This design comes from an exercise in tuning for small area, a short achievable clock period and few clock cycles per item on the open sky130 flow, not from production work. Function was not checked in any run shown here: the RTL went through the layout flow alone.

==> flow/design.v, too long to show whole: its modules and the start of the top module <==
// module arr_mult_fa: 10 lines
// module arr_mult_ha: 9 lines
// module arr_multiplier_pipe: 3428 lines
module arr_multiplier_pipe #(
  parameter int INPUT_BIT_SIZE = 32,
  parameter int STAGES         = 4
) (
  input  logic                          Clk,
  input  logic                          Reset,
  input  logic                          InValid,
  output logic                          InReady,
  input  logic [INPUT_BIT_SIZE-1:0]     InA,
  input  logic [INPUT_BIT_SIZE-1:0]     InB,
  input  logic                          Signed,
  output logic                          OutValid,
  input  logic                          OutReady,
  output logic [2*INPUT_BIT_SIZE-1:0]   Out
);
  // ...
==> flow/flow/run.sh <==
#!/bin/bash
# The standard layout, with two changes to how it is made:
#  - the input and output ports get sky130_fd_sc_hd__buf_2 buffers instead of the
#    buffer the resizer picks on its own (a slow delay cell);
#  - the resizer's timing repair aims for SETUP_SLACK_MARGIN ns of setup slack, so it
#    works on the paths that set the achieved period, not only on violations.
# The clock period, SDC and every other setting are the standard flow's.
set -euo pipefail
export SETUP_SLACK_MARGIN=${SETUP_SLACK_MARGIN_OVERRIDE:-18.0}
export BUFFER_PORTS_ARGS="-buffer_cell sky130_fd_sc_hd__buf_2"
export CTS_ARGS="-sink_clustering_enable -repair_clock_nets -dont_use_dummy_load -sink_clustering_size 25 -sink_clustering_max_diameter 100"
bash standard.sh > standard.log 2>&1
==> flow/standard.sh <==
#!/bin/bash
# synth_recipe.tcl (not shown) runs the flow's synth.tcl, then flattens the netlist and writes it again
# the make line also repeats each setting of config.mk as NAME=value (left out here)
make -C /OpenROAD-flow-scripts/flow DESIGN_CONFIG=/design/flow/config.mk WORK_HOME=/design/flow/orfs CLKGATE_MAP_FILE= SYNTH_SCRIPT=/design/flow/synth_recipe.tcl "${@:-finish}"
==> flow/config.mk <==
export PLATFORM = sky130hd
export DESIGN_NAME = arr_multiplier_pipe
export DESIGN_NICKNAME = arr_multiplier_pipe
export VERILOG_FILES = /design/flow/design.v
export SDC_FILE = /design/flow/constraint.sdc
export NUM_CORES = 4
export LEC_CHECK = 0
export ABC_AREA = 1
export CAP_MARGIN = 20
export CORE_MARGIN = 2
export CORE_UTILIZATION = 40
export CTS_CLUSTER_DIAMETER = 100
export CTS_CLUSTER_SIZE = 25
export SLEW_MARGIN = 20
export SYNTH_HIERARCHICAL = 1
export SYNTH_MINIMUM_KEEP_SIZE = 0
==> flow/constraint.sdc <==
create_clock -name core_clock -period 24.0 [get_ports {Clk}]
set_input_delay 4.8000 -clock core_clock [delete_from_list [all_inputs] [get_ports {Clk}]]
set_output_delay 4.8000 -clock core_clock [all_outputs]
set_load 0.01 [all_outputs]
==> results.tsv, run 1 <==
stage	metric	value	unit
cells_and_area	multi_input_area	21500	um^2
hold_path	holdPathStages	2	
sta	hold_violations	0	
synthesis	yosys-top-cells-count	xor2_1 (519), fa_1 (507), o22ai_1 (498)	
synthesis	yosysMostFrequentCell	xor2_1	
synthesis	async_flop_share	1.72	%
synthesis	syn_avg_cell_area	11.0	um^2
floorplan	die_area	80200	um^2
hold_path	worstHoldStart	q_q[58]	
synthesis	syn_nets	3503	
critical_path	crit_chain	buf_6 -> inv_1 -> o21ai_2 -> o22ai_1 -> xor2_1 -> ha_1 -> inv_1 -> fa_1 -> fa_1 -> fa_1 -> fa_1 -> fa_1 -> fa_1	
cells_and_area	num-fill-cells	7303	
cells_and_area	nonClkBufAreaFrac	4.23	%
cells_and_area	final_cell_mix	xor2_1 (519), fa_1 (507), o22ai_1 (498)	
drt	drc_errors	0	
floorplan	io_pins	135	
synthesis	ys_warn_count	7	
cells_and_area	fin_nets	3472	
synthesis	yosys.area.top_type	fa_1	
critical_path	crit_family	adder cells	
sta	setup_viol	0	
drt	finalWirelength	102	mm
placement	port_buffers	134	
drt	vias	23500	
critical_path	worst_ep_required_time	24260	ps
critical_path	cp-startpoint	b[11]	
critical_path	worstSetupEndpoint	m_x46	
grt	met3_usage	6.45	%
synthesis	synth-edff-count	222	
drt	vias_per_cell	6.09	
job	drv_cap	0	
synthesis	synth_mux_area_share	0	%
sta	fin_crit	5950	ps
cells_and_area	nNonClkBuffers	225	
clock_network	post_cts.repair.setup_buffers	2	
grt	met2_usage	37.9	%
floorplan	start_util	40.3	%
status	outcome	no timing/DRC/antenna violations	
==> inputs of run 2 (changes only) <==
--- a/flow/design.v
+++ b/flow/design.v
@@ -2319,22 +2319,22 @@
   arr_mult_fa u_s33 (.i_a(pp0_9), .i_b(pp1_7), .i_c(pp2_5), .o_s(s33), .o_c(c34));
   arr_mult_fa u_s35 (.i_a(pp3_3), .i_b(pp4_1), .i_c(c26), .o_s(s35), .o_c(c36));
   arr_mult_fa u_s37 (.i_a(c28), .i_b(s33), .i_c(c30), .o_s(s37), .o_c(c38));
   arr_mult_fa u_s39 (.i_a(s35), .i_b(s37), .i_c(c32), .o_s(s39), .o_c(c40));
   arr_mult_fa u_s41 (.i_a(bneg[5]), .i_b(pp0_10), .i_c(pp1_8), .o_s(s41), .o_c(c42));
   arr_mult_fa u_s43 (.i_a(pp2_6), .i_b(pp3_4), .i_c(pp4_2), .o_s(s43), .o_c(c44));
   arr_mult_fa u_s45 (.i_a(pp5_0), .i_b(c34), .i_c(s41), .o_s(s45), .o_c(c46));
   arr_mult_fa u_s47 (.i_a(s43), .i_b(c36), .i_c(s45), .o_s(s47), .o_c(c48));
-  arr_mult_ha u_s49 (.i_a(c38), .i_b(s47), .o_s(s49), .o_c(c50));
+  arr_mult_fa u_s49 (.i_a(c38), .i_b(s47), .i_c(c40), .o_s(s49), .o_c(c50));
   arr_mult_fa u_s51 (.i_a(pp0_11), .i_b(pp1_9), .i_c(pp2_7), .o_s(s51), .o_c(c52));
   arr_mult_fa u_s53 (.i_a(pp3_5), .i_b(pp4_3), .i_c(pp5_1), .o_s(s53), .o_c(c54));
   arr_mult_fa u_s55 (.i_a(c42), .i_b(c44), .i_c(s51), .o_s(s55), .o_c(c56));
   arr_mult_fa u_s57 (.i_a(s53), .i_b(c46), .i_c(s55), .o_s(s57), .o_c(c58));
-  arr_mult_fa u_s59 (.i_a(c48), .i_b(s57), .i_c(c50), .o_s(s59), .o_c(c60));
+  arr_mult_ha u_s59 (.i_a(c48), .i_b(s57), .o_s(s59), .o_c(c60));
   arr_mult_fa u_s61 (.i_a(bneg[6]), .i_b(pp0_12), .i_c(pp1_10), .o_s(s61), .o_c(c62));
   arr_mult_fa u_s63 (.i_a(pp2_8), .i_b(pp3_6), .i_c(pp4_4), .o_s(s63), .o_c(c64));
   arr_mult_fa u_s65 (.i_a(pp5_2), .i_b(pp6_0), .i_c(c52), .o_s(s65), .o_c(c66));
   arr_mult_fa u_s67 (.i_a(c54), .i_b(s61), .i_c(s63), .o_s(s67), .o_c(c68));
   arr_mult_fa u_s69 (.i_a(c56), .i_b(s65), .i_c(s67), .o_s(s69), .o_c(c70));
   arr_mult_fa u_s71 (.i_a(c58), .i_b(s69), .i_c(c60), .o_s(s71), .o_c(c72));
   arr_mult_fa u_s73 (.i_a(pp0_13), .i_b(pp1_11), .i_c(pp2_9), .o_s(s73), .o_c(c74));
   arr_mult_fa u_s75 (.i_a(pp3_7), .i_b(pp4_5), .i_c(pp5_3), .o_s(s75), .o_c(c76));
@@ -2350,33 +2350,33 @@
   arr_mult_fa u_s95 (.i_a(s91), .i_b(c80), .i_c(s93), .o_s(s95), .o_c(c96));
   arr_mult_fa u_s97 (.i_a(c82), .i_b(s95), .i_c(c84), .o_s(s97), .o_c(c98));
   arr_mult_fa u_s99 (.i_a(pp0_15), .i_b(pp1_13), .i_c(pp2_11), .o_s(s99), .o_c(c100));
   arr_mult_fa u_s101 (.i_a(pp3_9), .i_b(pp4_7), .i_c(pp5_5), .o_s(s101), .o_c(c102));
   arr_mult_fa u_s103 (.i_a(pp6_3), .i_b(pp7_1), .i_c(c86), .o_s(s103), .o_c(c104));
   arr_mult_fa u_s105 (.i_a(c88), .i_b(c90), .i_c(s99), .o_s(s105), .o_c(c106));
   arr_mult_fa u_s107 (.i_a(s101), .i_b(c92), .i_c(s103), .o_s(s107), .o_c(c108));
   arr_mult_fa u_s109 (.i_a(s105), .i_b(c94), .i_c(s107), .o_s(s109), .o_c(c110));
-  arr_mult_ha u_s111 (.i_a(c96), .i_b(s109), .o_s(s111), .o_c(c112));
+  arr_mult_fa u_s111 (.i_a(c96), .i_b(s109), .i_c(c98), .o_s(s111), .o_c(c112));
   arr_mult_fa u_s113 (.i_a(bneg[8]), .i_b(pp0_16), .i_c(pp1_14), .o_s(s113), .o_c(c114));
   arr_mult_fa u_s115 (.i_a(pp2_12), .i_b(pp3_10), .i_c(pp4_8), .o_s(s115), .o_c(c116));
   arr_mult_fa u_s117 (.i_a(pp5_6), .i_b(pp6_4), .i_c(pp7_2), .o_s(s117), .o_c(c118));
   arr_mult_fa u_s119 (.i_a(pp8_0), .i_b(c100), .i_c(c102), .o_s(s119), .o_c(c120));
   arr_mult_fa u_s121 (.i_a(s113), .i_b(s115), .i_c(s117), .o_s(s121), .o_c(c122));
   arr_mult_fa u_s123 (.i_a(c104), .i_b(c106), .i_c(s119), .o_s(s123), .o_c(c124));
   arr_mult_fa u_s125 (.i_a(s121), .i_b(c108), .i_c(s123), .o_s(s125), .o_c(c126));
   arr_mult_fa u_s127 (.i_a(c110), .i_b(s125), .i_c(c112), .o_s(s127), .o_c(c128));
   arr_mult_fa u_s129 (.i_a(pp0_17), .i_b(pp1_15), .i_c(pp2_13), .o_s(s129), .o_c(c130));
   arr_mult_fa u_s131 (.i_a(pp3_11), .i_b(pp4_9), .i_c(pp5_7), .o_s(s131), .o_c(c132));
   arr_mult_fa u_s133 (.i_a(pp6_5), .i_b(pp7_3), .i_c(pp8_1), .o_s(s133), .o_c(c134));
   arr_mult_fa u_s135 (.i_a(c114), .i_b(c116), .i_c(c118), .o_s(s135), .o_c(c136));
   arr_mult_fa u_s137 (.i_a(s129), .i_b(s131), .i_c(s133), .o_s(s137), .o_c(c138));
   arr_mult_fa u_s139 (.i_a(c120), .i_b(c122), .i_c(s135), .o_s(s139), .o_c(c140));
   arr_mult_fa u_s141 (.i_a(s137), .i_b(c124), .i_c(s139), .o_s(s141), .o_c(c142));
-  arr_mult_fa u_s143 (.i_a(c126), .i_b(s141), .i_c(c128), .o_s(s143), .o_c(c144));
+  arr_mult_ha u_s143 (.i_a(c126), .i_b(s141), .o_s(s143), .o_c(c144));
   arr_mult_fa u_s145 (.i_a(bneg[9]), .i_b(pp0_18), .i_c(pp1_16), .o_s(s145), .o_c(c146));
   arr_mult_fa u_s147 (.i_a(pp2_14), .i_b(pp3_12), .i_c(pp4_10), .o_s(s147), .o_c(c148));
   arr_mult_fa u_s149 (.i_a(pp5_8), .i_b(pp6_6), .i_c(pp7_4), .o_s(s149), .o_c(c150));
   arr_mult_fa u_s151 (.i_a(pp8_2), .i_b(pp9_0), .i_c(c130), .o_s(s151), .o_c(c152));
   arr_mult_fa u_s153 (.i_a(c132), .i_b(c134), .i_c(s145), .o_s(s153), .o_c(c154));
   arr_mult_fa u_s155 (.i_a(s147), .i_b(s149), .i_c(c136), .o_s(s155), .o_c(c156));
   arr_mult_fa u_s157 (.i_a(c138), .i_b(s151), .i_c(s153), .o_s(s157), .o_c(c158));
   arr_mult_fa u_s159 (.i_a(c140), .i_b(s155), .i_c(s157), .o_s(s159), .o_c(c160));
@@ -2384,17 +2384,17 @@
   arr_mult_fa u_s163 (.i_a(pp0_19), .i_b(pp1_17), .i_c(pp2_15), .o_s(s163), .o_c(c164));
   arr_mult_fa u_s165 (.i_a(pp3_13), .i_b(pp4_11), .i_c(pp5_9), .o_s(s165), .o_c(c166));
   arr_mult_fa u_s167 (.i_a(pp6_7), .i_b(pp7_5), .i_c(pp8_3), .o_s(s167), .o_c(c168));
   arr_mult_fa u_s169 (.i_a(pp9_1), .i_b(c146), .i_c(c148), .o_s(s169), .o_c(c170));
   arr_mult_fa u_s171 (.i_a(c150), .i_b(s163), .i_c(s165), .o_s(s171), .o_c(c172));
   arr_mult_fa u_s173 (.i_a(s167), .i_b(c152), .i_c(c154), .o_s(s173), .o_c(c174));
   arr_mult_fa u_s175 (.i_a(s169), .i_b(s171), .i_c(c156), .o_s(s175), .o_c(c176));
   arr_mult_fa u_s177 (.i_a(c158), .i_b(s173), .i_c(s175), .o_s(s177), .o_c(c178));
-  arr_mult_ha u_s179 (.i_a(c160), .i_b(s177), .o_s(s179), .o_c(c180));
+  arr_mult_fa u_s179 (.i_a(c160), .i_b(s177), .i_c(c162), .o_s(s179), .o_c(c180));
   arr_mult_fa u_s181 (.i_a(bneg[10]), .i_b(pp0_20), .i_c(pp1_18), .o_s(s181), .o_c(c182));
   arr_mult_fa u_s183 (.i_a(pp2_16), .i_b(pp3_14), .i_c(pp4_12), .o_s(s183), .o_c(c184));
   arr_mult_fa u_s185 (.i_a(pp5_10), .i_b(pp6_8), .i_c(pp7_6), .o_s(s185), .o_c(c186));
   arr_mult_fa u_s187 (.i_a(pp8_4), .i_b(pp9_2), .i_c(pp10_0), .o_s(s187), .o_c(c188));
   arr_mult_fa u_s189 (.i_a(c164), .i_b(c166), .i_c(c168), .o_s(s189), .o_c(c190));
   arr_mult_fa u_s191 (.i_a(s181), .i_b(s183), .i_c(s185), .o_s(s191), .o_c(c192));
   arr_mult_fa u_s193 (.i_a(s187), .i_b(c170), .i_c(c172), .o_s(s193), .o_c(c194));
   arr_mult_fa u_s195 (.i_a(s189), .i_b(s191), .i_c(c174), .o_s(s195), .o_c(c196));
@@ -2450,30 +2450,30 @@
   arr_mult_fa u_s295 (.i_a(pp9_7), .i_b(pp10_5), .i_c(pp11_3), .o_s(s295), .o_c(c296));
   arr_mult_fa u_s297 (.i_a(pp12_1), .i_b(c266), .i_c(c268), .o_s(s297), .o_c(c298));
   arr_mult_fa u_s299 (.i_a(c270), .i_b(c272), .i_c(s289), .o_s(s299), .o_c(c300));
   arr_mult_fa u_s301 (.i_a(s291), .i_b(s293), .i_c(s295), .o_s(s301), .o_c(c302));
   arr_mult_fa u_s303 (.i_a(c274), .i_b(c276), .i_c(c278), .o_s(s303), .o_c(c304));
   arr_mult_fa u_s305 (.i_a(s297), .i_b(s299), .i_c(s301), .o_s(s305), .o_c(c306));
   arr_mult_fa u_s307 (.i_a(c280), .i_b(c282), .i_c(s303), .o_s(s307), .o_c(c308));
   arr_mult_fa u_s309 (.i_a(s305), .i_b(c284), .i_c(s307), .o_s(s309), .o_c(c310));
-  arr_mult_ha u_s311 (.i_a(c286), .i_b(s309), .o_s(s311), .o_c(c312));
+  arr_mult_fa u_s311 (.i_a(c286), .i_b(s309), .i_c(c288), .o_s(s311), .o_c(c312));
   arr_mult_fa u_s313 (.i_a(bneg[13]), .i_b(pp0_26), .i_c(pp1_24), .o_s(s313), .o_c(c314));
   arr_mult_fa u_s315 (.i_a(pp2_22), .i_b(pp3_20), .i_c(pp4_18), .o_s(s315), .o_c(c316));
   arr_mult_fa u_s317 (.i_a(pp5_16), .i_b(pp6_14), .i_c(pp7_12), .o_s(s317), .o_c(c318));
   arr_mult_fa u_s319 (.i_a(pp8_10), .i_b(pp9_8), .i_c(pp10_6), .o_s(s319), .o_c(c320));
   arr_mult_fa u_s321 (.i_a(pp11_4), .i_b(pp12_2), .i_c(pp13_0), .o_s(s321), .o_c(c322));
   arr_mult_fa u_s323 (.i_a(c290), .i_b(c292), .i_c(c294), .o_s(s323), .o_c(c324));
   arr_mult_fa u_s325 (.i_a(c296), .i_b(s313), .i_c(s315), .o_s(s325), .o_c(c326));
   arr_mult_fa u_s327 (.i_a(s317), .i_b(s319), .i_c(s321), .o_s(s327), .o_c(c328));
   arr_mult_fa u_s329 (.i_a(c298), .i_b(c300), .i_c(c302), .o_s(s329), .o_c(c330));
   arr_mult_fa u_s331 (.i_a(s323), .i_b(s325), .i_c(s327), .o_s(s331), .o_c(c332));
   arr_mult_fa u_s333 (.i_a(c304), .i_b(c306), .i_c(s329), .o_s(s333), .o_c(c334));
   arr_mult_fa u_s335 (.i_a(s331), .i_b(c308), .i_c(s333), .o_s(s335), .o_c(c336));
-  arr_mult_fa u_s337 (.i_a(c310), .i_b(s335), .i_c(c312), .o_s(s337), .o_c(c338));
+  arr_mult_ha u_s337 (.i_a(c310), .i_b(s335), .o_s(s337), .o_c(c338));
   arr_mult_fa u_s339 (.i_a(pp0_27), .i_b(pp1_25), .i_c(pp2_23), .o_s(s339), .o_c(c340));
   arr_mult_fa u_s341 (.i_a(pp3_21), .i_b(pp4_19), .i_c(pp5_17), .o_s(s341), .o_c(c342));
   arr_mult_fa u_s343 (.i_a(pp6_15), .i_b(pp7_13), .i_c(pp8_11), .o_s(s343), .o_c(c344));
   arr_mult_fa u_s345 (.i_a(pp9_9), .i_b(pp10_7), .i_c(pp11_5), .o_s(s345), .o_c(c346));
   arr_mult_fa u_s347 (.i_a(pp12_3), .i_b(pp13_1), .i_c(c314), .o_s(s347), .o_c(c348));
   arr_mult_fa u_s349 (.i_a(c316), .i_b(c318), .i_c(c320), .o_s(s349), .o_c(c350));
   arr_mult_fa u_s351 (.i_a(c322), .i_b(s339), .i_c(s341), .o_s(s351), .o_c(c352));
   arr_mult_fa u_s353 (.i_a(s343), .i_b(s345), .i_c(c324), .o_s(s353), .o_c(c354));
@@ -2490,17 +2490,17 @@
   arr_mult_fa u_s375 (.i_a(pp14_0), .i_b(c340), .i_c(c342), .o_s(s375), .o_c(c376));
   arr_mult_fa u_s377 (.i_a(c344), .i_b(c346), .i_c(s365), .o_s(s377), .o_c(c378));
   arr_mult_fa u_s379 (.i_a(s367), .i_b(s369), .i_c(s371), .o_s(s379), .o_c(c380));
   arr_mult_fa u_s381 (.i_a(s373), .i_b(c348), .i_c(c350), .o_s(s381), .o_c(c382));
   arr_mult_fa u_s383 (.i_a(c352), .i_b(s375), .i_c(s377), .o_s(s383), .o_c(c384));
   arr_mult_fa u_s385 (.i_a(s379), .i_b(c354), .i_c(c356), .o_s(s385), .o_c(c386));
   arr_mult_fa u_s387 (.i_a(s381), .i_b(s383), .i_c(c358), .o_s(s387), .o_c(c388));
   arr_mult_fa u_s389 (.i_a(c360), .i_b(s385), .i_c(s387), .o_s(s389), .o_c(c390));
-  arr_mult_ha u_s391 (.i_a(c362), .i_b(s389), .o_s(s391), .o_c(c392));
+  arr_mult_fa u_s391 (.i_a(c362), .i_b(s389), .i_c(c364), .o_s(s391), .o_c(c392));
   arr_mult_fa u_s393 (.i_a(pp0_29), .i_b(pp1_27), .i_c(pp2_25), .o_s(s393), .o_c(c394));
   arr_mult_fa u_s395 (.i_a(pp3_23), .i_b(pp4_21), .i_c(pp5_19), .o_s(s395), .o_c(c396));
   arr_mult_fa u_s397 (.i_a(pp6_17), .i_b(pp7_15), .i_c(pp8_13), .o_s(s397), .o_c(c398));
   arr_mult_fa u_s399 (.i_a(pp9_11), .i_b(pp10_9), .i_c(pp11_7), .o_s(s399), .o_c(c400));
   arr_mult_fa u_s401 (.i_a(pp12_5), .i_b(pp13_3), .i_c(pp14_1), .o_s(s401), .o_c(c402));
   arr_mult_fa u_s403 (.i_a(c366), .i_b(c368), .i_c(c370), .o_s(s403), .o_c(c404));
   arr_mult_fa u_s405 (.i_a(c372), .i_b(c374), .i_c(s393), .o_s(s405), .o_c(c406));
   arr_mult_fa u_s407 (.i_a(s395), .i_b(s397), .i_c(s399), .o_s(s407), .o_c(c408));
@@ -2566,34 +2566,34 @@
   arr_mult_fa u_s525 (.i_a(c488), .i_b(c490), .i_c(s511), .o_s(s525), .o_c(c526));
   arr_mult_fa u_s527 (.i_a(s513), .i_b(s515), .i_c(s517), .o_s(s527), .o_c(c528));
   arr_mult_fa u_s529 (.i_a(s519), .i_b(s521), .i_c(c492), .o_s(s529), .o_c(c530));
   arr_mult_fa u_s531 (.i_a(c494), .i_b(c496), .i_c(c498), .o_s(s531), .o_c(c532));
   arr_mult_fa u_s533 (.i_a(s523), .i_b(s525), .i_c(s527), .o_s(s533), .o_c(c534));
   arr_mult_fa u_s535 (.i_a(c500), .i_b(s529), .i_c(c502), .o_s(s535), .o_c(c536));
   arr_mult_fa u_s537 (.i_a(s531), .i_b(s533), .i_c(c504), .o_s(s537), .o_c(c538));
   arr_mult_fa u_s539 (.i_a(c506), .i_b(s535), .i_c(s537), .o_s(s539), .o_c(c540));
-  arr_mult_ha u_s541 (.i_a(c508), .i_b(s539), .o_s(s541), .o_c(c542));
+  arr_mult_fa u_s541 (.i_a(c508), .i_b(s539), .i_c(c510), .o_s(s541), .o_c(c542));
   assign s543 = ~(pp16_2 ^ pp1_32);
   assign c544 = pp16_2 | pp1_32;
   arr_mult_fa u_s545 (.i_a(pp2_30), .i_b(pp3_28), .i_c(pp4_26), .o_s(s545), .o_c(c546));
   arr_mult_fa u_s547 (.i_a(pp5_24), .i_b(pp6_22), .i_c(pp7_20), .o_s(s547), .o_c(c548));
   arr_mult_fa u_s549 (.i_a(pp8_18), .i_b(pp9_16), .i_c(pp10_14), .o_s(s549), .o_c(c550));
   arr_mult_fa u_s551 (.i_a(pp11_12), .i_b(pp12_10), .i_c(pp13_8), .o_s(s551), .o_c(c552));
   arr_mult_fa u_s553 (.i_a(pp14_6), .i_b(pp15_4), .i_c(c512), .o_s(s553), .o_c(c554));
   arr_mult_fa u_s555 (.i_a(c514), .i_b(c516), .i_c(c518), .o_s(s555), .o_c(c556));
   arr_mult_fa u_s557 (.i_a(c520), .i_b(c522), .i_c(s543), .o_s(s557), .o_c(c558));
   arr_mult_fa u_s559 (.i_a(s545), .i_b(s547), .i_c(s549), .o_s(s559), .o_c(c560));
   arr_mult_fa u_s561 (.i_a(s551), .i_b(c524), .i_c(c526), .o_s(s561), .o_c(c562));
   arr_mult_fa u_s563 (.i_a(c528), .i_b(s553), .i_c(s555), .o_s(s563), .o_c(c564));
   arr_mult_fa u_s565 (.i_a(s557), .i_b(s559), .i_c(c530), .o_s(s565), .o_c(c566));
   arr_mult_fa u_s567 (.i_a(c532), .i_b(c534), .i_c(s561), .o_s(s567), .o_c(c568));
   arr_mult_fa u_s569 (.i_a(s563), .i_b(s565), .i_c(c536), .o_s(s569), .o_c(c570));
   arr_mult_fa u_s571 (.i_a(s567), .i_b(c538), .i_c(s569), .o_s(s571), .o_c(c572));
-  arr_mult_fa u_s573 (.i_a(c540), .i_b(s571), .i_c(c542), .o_s(s573), .o_c(c574));
+  arr_mult_ha u_s573 (.i_a(c540), .i_b(s571), .o_s(s573), .o_c(c574));
   arr_mult_fa u_s575 (.i_a(pp16_3), .i_b(pp1_33), .i_c(pp2_31), .o_s(s575), .o_c(c576));
   arr_mult_fa u_s577 (.i_a(pp3_29), .i_b(pp4_27), .i_c(pp5_25), .o_s(s577), .o_c(c578));
   arr_mult_fa u_s579 (.i_a(pp6_23), .i_b(pp7_21), .i_c(pp8_19), .o_s(s579), .o_c(c580));
   arr_mult_fa u_s581 (.i_a(pp9_17), .i_b(pp10_15), .i_c(pp11_13), .o_s(s581), .o_c(c582));
   arr_mult_fa u_s583 (.i_a(pp12_11), .i_b(pp13_9), .i_c(pp14_7), .o_s(s583), .o_c(c584));
   arr_mult_fa u_s585 (.i_a(pp15_5), .i_b(c544), .i_c(c546), .o_s(s585), .o_c(c586));
   arr_mult_fa u_s587 (.i_a(c548), .i_b(c550), .i_c(c552), .o_s(s587), .o_c(c588));
   arr_mult_fa u_s589 (.i_a(s575), .i_b(s577), .i_c(s579), .o_s(s589), .o_c(c590));
@@ -2614,17 +2614,17 @@
   arr_mult_fa u_s617 (.i_a(c580), .i_b(c582), .i_c(c584), .o_s(s617), .o_c(c618));
   arr_mult_fa u_s619 (.i_a(s605), .i_b(s607), .i_c(s609), .o_s(s619), .o_c(c620));
   arr_mult_fa u_s621 (.i_a(s611), .i_b(s613), .i_c(c586), .o_s(s621), .o_c(c622));
   arr_mult_fa u_s623 (.i_a(c588), .i_b(c590), .i_c(s615), .o_s(s623), .o_c(c624));
   arr_mult_fa u_s625 (.i_a(s617), .i_b(s619), .i_c(c592), .o_s(s625), .o_c(c626));
   arr_mult_fa u_s627 (.i_a(c594), .i_b(s621), .i_c(c596), .o_s(s627), .o_c(c628));
   arr_mult_fa u_s629 (.i_a(s623), .i_b(c598), .i_c(s625), .o_s(s629), .o_c(c630));
   arr_mult_fa u_s631 (.i_a(s627), .i_b(c600), .i_c(s629), .o_s(s631), .o_c(c632));
-  arr_mult_ha u_s633 (.i_a(c602), .i_b(s631), .o_s(s633), .o_c(c634));
+  arr_mult_fa u_s633 (.i_a(c602), .i_b(s631), .i_c(c604), .o_s(s633), .o_c(c634));
   arr_mult_fa u_s635 (.i_a(pp16_5), .i_b(pp2_33), .i_c(pp3_31), .o_s(s635), .o_c(c636));
   arr_mult_fa u_s637 (.i_a(pp4_29), .i_b(pp5_27), .i_c(pp6_25), .o_s(s637), .o_c(c638));
   arr_mult_fa u_s639 (.i_a(pp7_23), .i_b(pp8_21), .i_c(pp9_19), .o_s(s639), .o_c(c640));
   arr_mult_fa u_s641 (.i_a(pp10_17), .i_b(pp11_15), .i_c(pp12_13), .o_s(s641), .o_c(c642));
   arr_mult_fa u_s643 (.i_a(pp13_11), .i_b(pp14_9), .i_c(pp15_7), .o_s(s643), .o_c(c644));
   arr_mult_fa u_s645 (.i_a(c606), .i_b(c608), .i_c(c610), .o_s(s645), .o_c(c646));
   arr_mult_fa u_s647 (.i_a(c612), .i_b(c614), .i_c(s635), .o_s(s647), .o_c(c648));
   arr_mult_fa u_s649 (.i_a(s637), .i_b(s639), .i_c(s641), .o_s(s649), .o_c(c650));
@@ -2643,17 +2643,17 @@
   arr_mult_fa u_s673 (.i_a(c636), .i_b(c638), .i_c(c640), .o_s(s673), .o_c(c674));
   arr_mult_fa u_s675 (.i_a(c642), .i_b(c644), .i_c(s663), .o_s(s675), .o_c(c676));
   arr_mult_fa u_s677 (.i_a(s665), .i_b(s667), .i_c(s669), .o_s(s677), .o_c(c678));
   arr_mult_fa u_s679 (.i_a(s671), .i_b(c646), .i_c(c648), .o_s(s679), .o_c(c680));
   arr_mult_fa u_s681 (.i_a(c650), .i_b(s673), .i_c(s675), .o_s(s681), .o_c(c682));
   arr_mult_fa u_s683 (.i_a(s677), .i_b(c652), .i_c(c654), .o_s(s683), .o_c(c684));
   arr_mult_fa u_s685 (.i_a(s679), .i_b(s681), .i_c(c656), .o_s(s685), .o_c(c686));
   arr_mult_fa u_s687 (.i_a(s683), .i_b(c658), .i_c(s685), .o_s(s687), .o_c(c688));
-  arr_mult_ha u_s689 (.i_a(c660), .i_b(s687), .o_s(s689), .o_c(c690));
+  arr_mult_fa u_s689 (.i_a(c660), .i_b(s687), .i_c(c662), .o_s(s689), .o_c(c690));
   arr_mult_fa u_s691 (.i_a(pp16_7), .i_b(pp3_33), .i_c(pp4_31), .o_s(s691), .o_c(c692));
   arr_mult_fa u_s693 (.i_a(pp5_29), .i_b(pp6_27), .i_c(pp7_25), .o_s(s693), .o_c(c694));
   arr_mult_fa u_s695 (.i_a(pp8_23), .i_b(pp9_21), .i_c(pp10_19), .o_s(s695), .o_c(c696));
   arr_mult_fa u_s697 (.i_a(pp11_17), .i_b(pp12_15), .i_c(pp13_13), .o_s(s697), .o_c(c698));
   arr_mult_fa u_s699 (.i_a(pp14_11), .i_b(pp15_9), .i_c(c664), .o_s(s699), .o_c(c700));
   arr_mult_fa u_s701 (.i_a(c666), .i_b(c668), .i_c(c670), .o_s(s701), .o_c(c702));
   arr_mult_fa u_s703 (.i_a(c672), .i_b(s691), .i_c(s693), .o_s(s703), .o_c(c704));
   arr_mult_fa u_s705 (.i_a(s695), .i_b(s697), .i_c(c674), .o_s(s705), .o_c(c706));
@@ -2670,17 +2670,17 @@
   arr_mult_fa u_s725 (.i_a(pp14_12), .i_b(pp15_10), .i_c(c692), .o_s(s725), .o_c(c726));
   arr_mult_fa u_s727 (.i_a(c694), .i_b(c696), .i_c(c698), .o_s(s727), .o_c(c728));
   arr_mult_fa u_s729 (.i_a(s717), .i_b(s719), .i_c(s721), .o_s(s729), .o_c(c730));
   arr_mult_fa u_s731 (.i_a(s723), .i_b(c700), .i_c(c702), .o_s(s731), .o_c(c732));
   arr_mult_fa u_s733 (.i_a(c704), .i_b(s725), .i_c(s727), .o_s(s733), .o_c(c734));
   arr_mult_fa u_s735 (.i_a(s729), .i_b(c706), .i_c(c708), .o_s(s735), .o_c(c736));
   arr_mult_fa u_s737 (.i_a(s731), .i_b(s733), .i_c(c710), .o_s(s737), .o_c(c738));
   arr_mult_fa u_s739 (.i_a(c712), .i_b(s735), .i_c(s737), .o_s(s739), .o_c(c740));
-  arr_mult_ha u_s741 (.i_a(c714), .i_b(s739), .o_s(s741), .o_c(c742));
+  arr_mult_fa u_s741 (.i_a(c714), .i_b(s739), .i_c(c716), .o_s(s741), .o_c(c742));
   arr_mult_fa u_s743 (.i_a(pp16_9), .i_b(pp4_33), .i_c(pp5_31), .o_s(s743), .o_c(c744));
   arr_mult_fa u_s745 (.i_a(pp6_29), .i_b(pp7_27), .i_c(pp8_25), .o_s(s745), .o_c(c746));
   arr_mult_fa u_s747 (.i_a(pp9_23), .i_b(pp10_21), .i_c(pp11_19), .o_s(s747), .o_c(c748));
   arr_mult_fa u_s749 (.i_a(pp12_17), .i_b(pp13_15), .i_c(pp14_13), .o_s(s749), .o_c(c750));
   arr_mult_fa u_s751 (.i_a(pp15_11), .i_b(c718), .i_c(c720), .o_s(s751), .o_c(c752));
   arr_mult_fa u_s753 (.i_a(c722), .i_b(c724), .i_c(s743), .o_s(s753), .o_c(c754));
   arr_mult_fa u_s755 (.i_a(s745), .i_b(s747), .i_c(s749), .o_s(s755), .o_c(c756));
   arr_mult_fa u_s757 (.i_a(c726), .i_b(c728), .i_c(c730), .o_s(s757), .o_c(c758));
@@ -2695,17 +2695,17 @@
   arr_mult_fa u_s773 (.i_a(pp12_18), .i_b(pp13_16), .i_c(pp14_14), .o_s(s773), .o_c(c774));
   arr_mult_fa u_s775 (.i_a(pp15_12), .i_b(c744), .i_c(c746), .o_s(s775), .o_c(c776));
   arr_mult_fa u_s777 (.i_a(c748), .i_b(c750), .i_c(s767), .o_s(s777), .o_c(c778));
   arr_mult_fa u_s779 (.i_a(s769), .i_b(s771), .i_c(s773), .o_s(s779), .o_c(c780));
   arr_mult_fa u_s781 (.i_a(c752), .i_b(c754), .i_c(c756), .o_s(s781), .o_c(c782));
   arr_mult_fa u_s783 (.i_a(s775), .i_b(s777), .i_c(s779), .o_s(s783), .o_c(c784));
   arr_mult_fa u_s785 (.i_a(c758), .i_b(c760), .i_c(s781), .o_s(s785), .o_c(c786));
   arr_mult_fa u_s787 (.i_a(s783), .i_b(c762), .i_c(s785), .o_s(s787), .o_c(c788));
-  arr_mult_ha u_s789 (.i_a(c764), .i_b(s787), .o_s(s789), .o_c(c790));
+  arr_mult_fa u_s789 (.i_a(c764), .i_b(s787), .i_c(c766), .o_s(s789), .o_c(c790));
   arr_mult_fa u_s791 (.i_a(pp16_11), .i_b(pp5_33), .i_c(pp6_31), .o_s(s791), .o_c(c792));
   arr_mult_fa u_s793 (.i_a(pp7_29), .i_b(pp8_27), .i_c(pp9_25), .o_s(s793), .o_c(c794));
   arr_mult_fa u_s795 (.i_a(pp10_23), .i_b(pp11_21), .i_c(pp12_19), .o_s(s795), .o_c(c796));
   arr_mult_fa u_s797 (.i_a(pp13_17), .i_b(pp14_15), .i_c(pp15_13), .o_s(s797), .o_c(c798));
   arr_mult_fa u_s799 (.i_a(c768), .i_b(c770), .i_c(c772), .o_s(s799), .o_c(c800));
   arr_mult_fa u_s801 (.i_a(c774), .i_b(s791), .i_c(s793), .o_s(s801), .o_c(c802));
   arr_mult_fa u_s803 (.i_a(s795), .i_b(s797), .i_c(c776), .o_s(s803), .o_c(c804));
   arr_mult_fa u_s805 (.i_a(c778), .i_b(c780), .i_c(s799), .o_s(s805), .o_c(c806));
@@ -2849,65 +2849,59 @@
   logic m_x3;
   logic m_x4;
   logic m_x5;
   logic m_x6;
   logic m_x7;
   logic m_x8;
   logic m_x9;
   logic m_x10;
-  logic m_y10;
   logic m_x11;
+  logic m_y11;
   logic m_x12;
   logic m_x13;
   logic m_x14;
   logic m_x15;
-  logic m_y15;
   logic m_x16;
   logic m_x17;
+  logic m_y17;
   logic m_x18;
   logic m_x19;
-  logic m_y19;
   logic m_x20;
   logic m_x21;
   logic m_x22;
   logic m_y22;
   logic m_x23;
   logic m_x24;
   logic m_x25;
-  logic m_y25;
   logic m_x26;
+  logic m_y26;
   logic m_x27;
   logic m_x28;
-  logic m_y28;
   logic m_x29;
   logic m_x30;
   logic m_y30;
   logic m_x31;
   logic m_x32;
   logic m_y32;
   logic m_x33;
-  logic m_y33;
   logic m_x34;
+  logic m_y34;
   logic m_x35;
   logic m_y35;
   logic m_x36;
-  logic m_y36;
   logic m_x37;
   logic m_y37;
   logic m_x38;
-  logic m_y38;
   logic m_x39;
   logic m_y39;
   logic m_x40;
-  logic m_y40;
   logic m_x41;
   logic m_y41;
   logic m_x42;
-  logic m_y42;
   logic m_x43;
   logic m_y43;
   logic m_x44;
   logic m_x45;
   logic m_y45;
   logic m_x46;
   logic m_x47;
   logic m_y47;
@@ -2943,66 +2937,60 @@
       m_x2 <= s1;
       m_x3 <= s3;
       m_x4 <= s7;
       m_x5 <= s11;
       m_x6 <= s17;
       m_x7 <= s23;
       m_x8 <= s31;
       m_x9 <= s39;
-      m_x10 <= c40;
-      m_y10 <= s49;
-      m_x11 <= s59;
+      m_x10 <= s49;
+      m_x11 <= c50;
+      m_y11 <= s59;
       m_x12 <= s71;
       m_x13 <= s83;
       m_x14 <= s97;
-      m_x15 <= c98;
-      m_y15 <= s111;
+      m_x15 <= s111;
       m_x16 <= s127;
-      m_x17 <= s143;
+      m_x17 <= c128;
+      m_y17 <= s143;
       m_x18 <= s161;
-      m_x19 <= c162;
-      m_y19 <= s179;
+      m_x19 <= s179;
       m_x20 <= s199;
       m_x21 <= s219;
       m_x22 <= c220;
       m_y22 <= s241;
       m_x23 <= s263;
       m_x24 <= s287;
-      m_x25 <= c288;
-      m_y25 <= s311;
-      m_x26 <= s337;
+      m_x25 <= s311;
+      m_x26 <= c312;
+      m_y26 <= s337;
       m_x27 <= s363;
-      m_x28 <= c364;
-      m_y28 <= s391;
+      m_x28 <= s391;
       m_x29 <= s419;
       m_x30 <= c420;
       m_y30 <= s449;
       m_x31 <= s479;
       m_x32 <= c480;
       m_y32 <= s509;
-      m_x33 <= c510;
-      m_y33 <= s541;
-      m_x34 <= s573;
+      m_x33 <= s541;
+      m_x34 <= c542;
+      m_y34 <= s573;
       m_x35 <= c574;
       m_y35 <= s603;
-      m_x36 <= c604;
-      m_y36 <= s633;
+      m_x36 <= s633;
       m_x37 <= c634;
       m_y37 <= s661;
-      m_x38 <= c662;
-      m_y38 <= s689;
+      m_x38 <= s689;
       m_x39 <= c690;
       m_y39 <= s715;
-      m_x40 <= c716;
-      m_y40 <= s741;
+      m_x40 <= s741;
       m_x41 <= c742;
       m_y41 <= s765;
-      m_x42 <= c766;
-      m_y42 <= s789;
+      m_x42 <= s789;
       m_x43 <= c790;
       m_y43 <= s811;
       m_x44 <= s833;
       m_x45 <= c834;
       m_y45 <= s853;
       m_x46 <= s873;
       m_x47 <= c874;
       m_y47 <= s891;
@@ -3029,17 +3017,17 @@
       m_y61 <= s1045;
       m_x62 <= s1049;
       m_x63 <= c1050;
       m_y63 <= s1051;
     end
   end
   logic [63:0] sx, sy;
   assign sx = {m_x63, m_x62, m_x61, m_x60, m_x59, m_x58, m_x57, m_x56, m_x55, m_x54, m_x53, m_x52, m_x51, m_x50, m_x49, m_x48, m_x47, m_x46, m_x45, m_x44, m_x43, m_x42, m_x41, m_x40, m_x39, m_x38, m_x37, m_x36, m_x35, m_x34, m_x33, m_x32, m_x31, m_x30, m_x29, m_x28, m_x27, m_x26, m_x25, m_x24, m_x23, m_x22, m_x21, m_x20, m_x19, m_x18, m_x17, m_x16, m_x15, m_x14, m_x13, m_x12, m_x11, m_x10, m_x9, m_x8, m_x7, m_x6, m_x5, m_x4, m_x3, m_x2, m_x1, m_x0};
-  assign sy = {m_y63, 1'b0, m_y61, 1'b0, m_y59, 1'b0, m_y57, 1'b0, m_y55, 1'b0, m_y53, 1'b0, m_y51, 1'b0, m_y49, 1'b0, m_y47, 1'b0, m_y45, 1'b0, m_y43, m_y42, m_y41, m_y40, m_y39, m_y38, m_y37, m_y36, m_y35, 1'b0, m_y33, m_y32, 1'b0, m_y30, 1'b0, m_y28, 1'b0, 1'b0, m_y25, 1'b0, 1'b0, m_y22, 1'b0, 1'b0, m_y19, 1'b0, 1'b0, 1'b0, m_y15, 1'b0, 1'b0, 1'b0, 1'b0, m_y10, 1'b0, 1'b0, 1'b0, 1'b0, 1'b0, 1'b0, 1'b0, 1'b0, 1'b0, m_y0};
+  assign sy = {m_y63, 1'b0, m_y61, 1'b0, m_y59, 1'b0, m_y57, 1'b0, m_y55, 1'b0, m_y53, 1'b0, m_y51, 1'b0, m_y49, 1'b0, m_y47, 1'b0, m_y45, 1'b0, m_y43, 1'b0, m_y41, 1'b0, m_y39, 1'b0, m_y37, 1'b0, m_y35, m_y34, 1'b0, m_y32, 1'b0, m_y30, 1'b0, 1'b0, 1'b0, m_y26, 1'b0, 1'b0, 1'b0, m_y22, 1'b0, 1'b0, 1'b0, 1'b0, m_y17, 1'b0, 1'b0, 1'b0, 1'b0, 1'b0, m_y11, 1'b0, 1'b0, 1'b0, 1'b0, 1'b0, 1'b0, 1'b0, 1'b0, 1'b0, 1'b0, m_y0};
   logic [63:0] pg_g, pg_p, cy;
   assign pg_g = sx & sy;
   assign pg_p = sx ^ sy;
   logic pf_g1;
   assign pf_g1 = pg_g[1] | (pg_p[1] & pg_g[0]);
   logic pf_g2;
   assign pf_g2 = pg_g[3] | (pg_p[3] & pg_g[2]);
   logic pf_p2;
==> results.tsv, run 2 <==
stage	metric	value	unit	change
status	outcome	no timing/DRC/antenna violations		unchanged
floorplan	rows	101		was 102
placement	place_ws	17320	ps	was 17660 ps
critical_path	crit_top_cell	fa_1		unchanged
synthesis	syn_avg_cell_area	10.9	um^2	was 11.0 um^2
critical_path	crit_family	adder cells		unchanged
grt	grt_pass1_vias	24700		was 24.4k
cells_and_area	seqCellArea	7900	um^2	was 8080 um^2
sta	clock_skew	47.1	ps	was 67.7 ps
floorplan	die_h	281	um	was 283 um
drt	wl_met2	47.7	mm	was 44.5 mm
sta	setup_viol	0		unchanged
floorplan	io_pins	135		unchanged
sta	timing.slew.headroom	33.5	%	was 34.9%
critical_path	crit_chain	inv_1 -> buf_4 -> o22ai_1 -> xor2_1 -> fa_1 -> fa_1 -> fa_1 -> fa_1 -> fa_1 -> ha_1 -> fa_1 -> fa_1 -> fa_1		was buf_6 -> inv_1 -> o21ai_2 -> o22ai_1 -> xor2_1 -> ha_1 -> inv_1 -> fa_1 -> fa_1 -> fa_1 -> fa_1 -> fa_1 -> fa_1
synthesis	synthTopCellsByArea	fa_1 (33%), edfxtp_1 (21%), xor2_1 (15%)		unchanged
synthesis	syn_inst	2807		was 2848
floorplan	core_area	75800	um^2	was 77300 um^2
grt	grt_remaining_overflow	0		unchanged
critical_path	slowest_stage	fa_1		was o21ai_2
clock_network	numCtsBuffers	19		was 16
floorplan	die_area	78700	um^2	was 80200 um^2
cells_and_area	num-fill-cells	7092		was 7303
sta	tightest_slew	997	ps	was 976 ps
cells_and_area	fin_util	44.0	%	was 43.2%
synthesis	async_flop_share	1.75	%	was 1.72%
drt	wl_per_cell	29.2	um	was 26.5 um
sta	hold_ws	456	ps	was 457 ps
placement	placed_area	32200	um^2	was 32700 um^2
cells_and_area	area_growth	8.92	%	was 7.05%
drt	top_layer_used	met4		unchanged
synthesis	ys_ff_latch	285		was 291
sta	finalSetupTns	0	ps	unchanged
critical_path	worstSetupPathType	flop to flop		unchanged
sta	rsz0062_at_grt	true		unchanged
sta	fin_ws	18070	ps	was 18050 ps
synthesis	yosys-top-cells-count	xor2_1 (515), fa_1 (509), o22ai_1 (498)		was xor2_1 (519), fa_1 (507), o22ai_1 (498)
synthesis	yosysMostFrequentCell	xor2_1		unchanged
cells_and_area	layout_commonest_cell	xor2_1		unchanged
critical_path	worstPathArrival	6240	ps	was 6210 ps
clock_network	htreeDepth	1		unchanged
cells_and_area	top_regs	o_q (64), q_q (64)		unchanged
critical_path	worstSetupEndpointType	flop		unchanged
clock_network	cts_buffer_depth	3		unchanged
synthesis	ys_types	36		was 39
drt	routed-wl-met3	12.4	mm	was 11.8 mm
sta	slew_violations	0		unchanged
placement	port_buffers	134		unchanged
grt	grt_max_degree	110		was 112
synthesis	synth_area	30600	um^2	was 31200 um^2
clock_network	insertion_delay	570	ps	about the same
drt	met1_length	43.1	mm	was 39.3 mm
cells_and_area	final_cell_mix	xor2_1 (515), fa_1 (508), o22ai_1 (498)		was xor2_1 (519), fa_1 (507), o22ai_1 (498)
placement	place.gp.congestion	0.954		was 0.906
cells_and_area	multi_input_area	21300	um^2	was 21500 um^2
floorplan	start_util	40.4	%	was 40.3%
clock_network	clk_pin_slew_worst_paths	90	ps	was 100 ps
clock_network	cts_tree	built		unchanged
synthesis	yosys.area.top_type	fa_1		unchanged
critical_path	startpoint_type	flop		unchanged
drt	finalWirelength	110	mm	was 102 mm
drt	drc_errors	0		unchanged
placement	post-dp-hpwl	74.0	mm	was 69.8 mm
critical_path	cp_num_buf_inv	2		was 3
grt	grt_pass1_wl	164	mm	was 156 mm
synthesis	synth-seq-area-share	25.8	%	was 25.9%
critical_path	critPathMaxStageDelay	550	ps	was 800 ps
cells_and_area	drive_gt1_share	11.3	%	about the same
sta	hold_violations	0		unchanged
synthesis	ys_warn_count	7		unchanged
cells_and_area	fin_cells	3773		was 3855
sta	finalCritPeriodShare	24.7	%	was 24.8%
drt	vias_per_cell	6.15		was 6.09
drt	vias	23200		was 23.5k
grt	antenna_found_initial	0		unchanged
critical_path	cp_max_fo	19		was 37
synthesis	syn_nets	3456		was 3503
clock_network	root_buffer	clkbuf_16		unchanged
sta	max_freq	169	MHz	was 168 MHz
placement	placed_cells	3725		was 3823
clock_network	cts-hold-fix-buffers	0		unchanged
critical_path	worst_ep_required_time	24310	ps	was 24260 ps
synthesis	synth-edff-count	216		was 222
sta	fin_crit	5930	ps	was 5950 ps
grt	gr-usage-all-layers	28.1	%	was 25.2%
cells_and_area	final_cell_area	33300	um^2	was 33400 um^2
drt	route.antenna.remaining_nets	0		unchanged
synthesis	synth_ff_type	edfxtp_1		unchanged
cells_and_area	fin_nets	3445		was 3472
drt	drt_iter0_drc	2890		was 2912
synthesis	yosysTopAreaCellShare	33.3	%	was 32.5%
drt	firstDrtPassIters	6		was 9
floorplan	die_w	281	um	was 283 um
job	drv_cap	0		unchanged
clock_network	numClockSinks	285		was 291
hold_path	hp-class	flop to flop		unchanged
-- run 2: worst paths after layout --
| kind | startpoint | end | slack [ps] | cells after the start |
|---|---|---|---|---|
| setup / recovery | a[6] | m_x29 | 18070 | 13 |
| hold reg to reg | q_q[2] | q_q[2] | 460 | 2 |
| min in group asynchronous | Reset | o_vl | 4040 | 1 |
| setup reg to reg | a[6] | m_x29 | 18070 | 13 |
| hold / removal | q_q[2] | q_q[2] | 460 | 2 |
| max in group asynchronous | Reset | q_vl | 19820 | 1 |
-- run 2: kinds of logic after synthesis --
family | count (synthesis) | synth area share, %
fa+ha+maj | 580 | 36.2
buf+inv | 419 | 5.21
simple gates | 362 | 4.73
xor+xnor | 545 | 15.6
flops | 285 | 25.8
compound gates | 616 | 12.5
-- run 2: per-layer routing --
metal / vias up / global-route usage [%]
met1: 11800 / 37.6
met3: 351 / 6.94
met4: 0 / 14.7
li1: 9525 / -
met5: - / 0
met2: 1576 / 42.2
-- run 2: worst reg2reg max path: cells and delay by family (launching register included) --
kind	cells	cell delay, ps
adders and majority gates	9	3860
xor gates and xnor gates	1	190
DFF	1	520
AOI/OAI and AO/OA	1	170
buffers and inverters	2	980
-- run 2: modules after synthesis (local to each module, per instance) --
module | flip-flops and latches | cells | area, um^2
arr_multiplier_pipe | 285 | 2297 | 20400
arr_mult_fa | 0 | 1 | 20.0
arr_mult_ha | 0 | 1 | 12.5
-- run 2: repair_timing --
item,in CTS,in global routing
pin swaps,4,0
endpoints found under the setup margin,35,18
gates resized for setup,50,38
hold endpoints to repair,0,0
cloned,2,2
buffers inserted,20,4
-- run 2: final cells by class --
cell class / count / area share (%)
Sequential cell: 285 / 23.7
Timing Repair Buffer: 243 / 5.55
Multi-Input combinational cell: 2105 / 64.0
Inverter: 142 / 1.69
Tap cell: 978 / 3.67
Clock buffer: 19 / 1.43
Antenna cell: 1 / 0.00751

==> re-timing with driven ports <==
No port has a modelled driver above. Below, the same layouts with a new extraction and two added sets of constraints.
Step 1 (the two cells are an assumption about what drives the block):
set clk [get_ports {Clk}]
set_driving_cell -lib_cell sky130_fd_sc_hd__clkbuf_16 $clk
set_driving_cell -lib_cell sky130_fd_sc_hd__buf_2 [delete_from_list [all_inputs] $clk]
Step 2 moves the port delays by t, midway between the first and last clock arrival at a register: inputs arrive t later, outputs are due t later. That takes back most of the time a late clock gives input paths.
a / b / c = no drivers / after step 1 / after step 2; a / b = the first two.
run | t, ns | setup slack, ns | cell pins on the clock port's net
run 1 | 0.604 | 18.052 / 17.998 / 17.674 | 1
run 2 | 0.609 | 18.067 / 18.012 / 17.651 | 1
After both steps setup and hold are still met in every run listed. For run 2, which loses most, drivers alone change the setup slack by -0.055 ns; drivers and shift together by -0.416 ns.
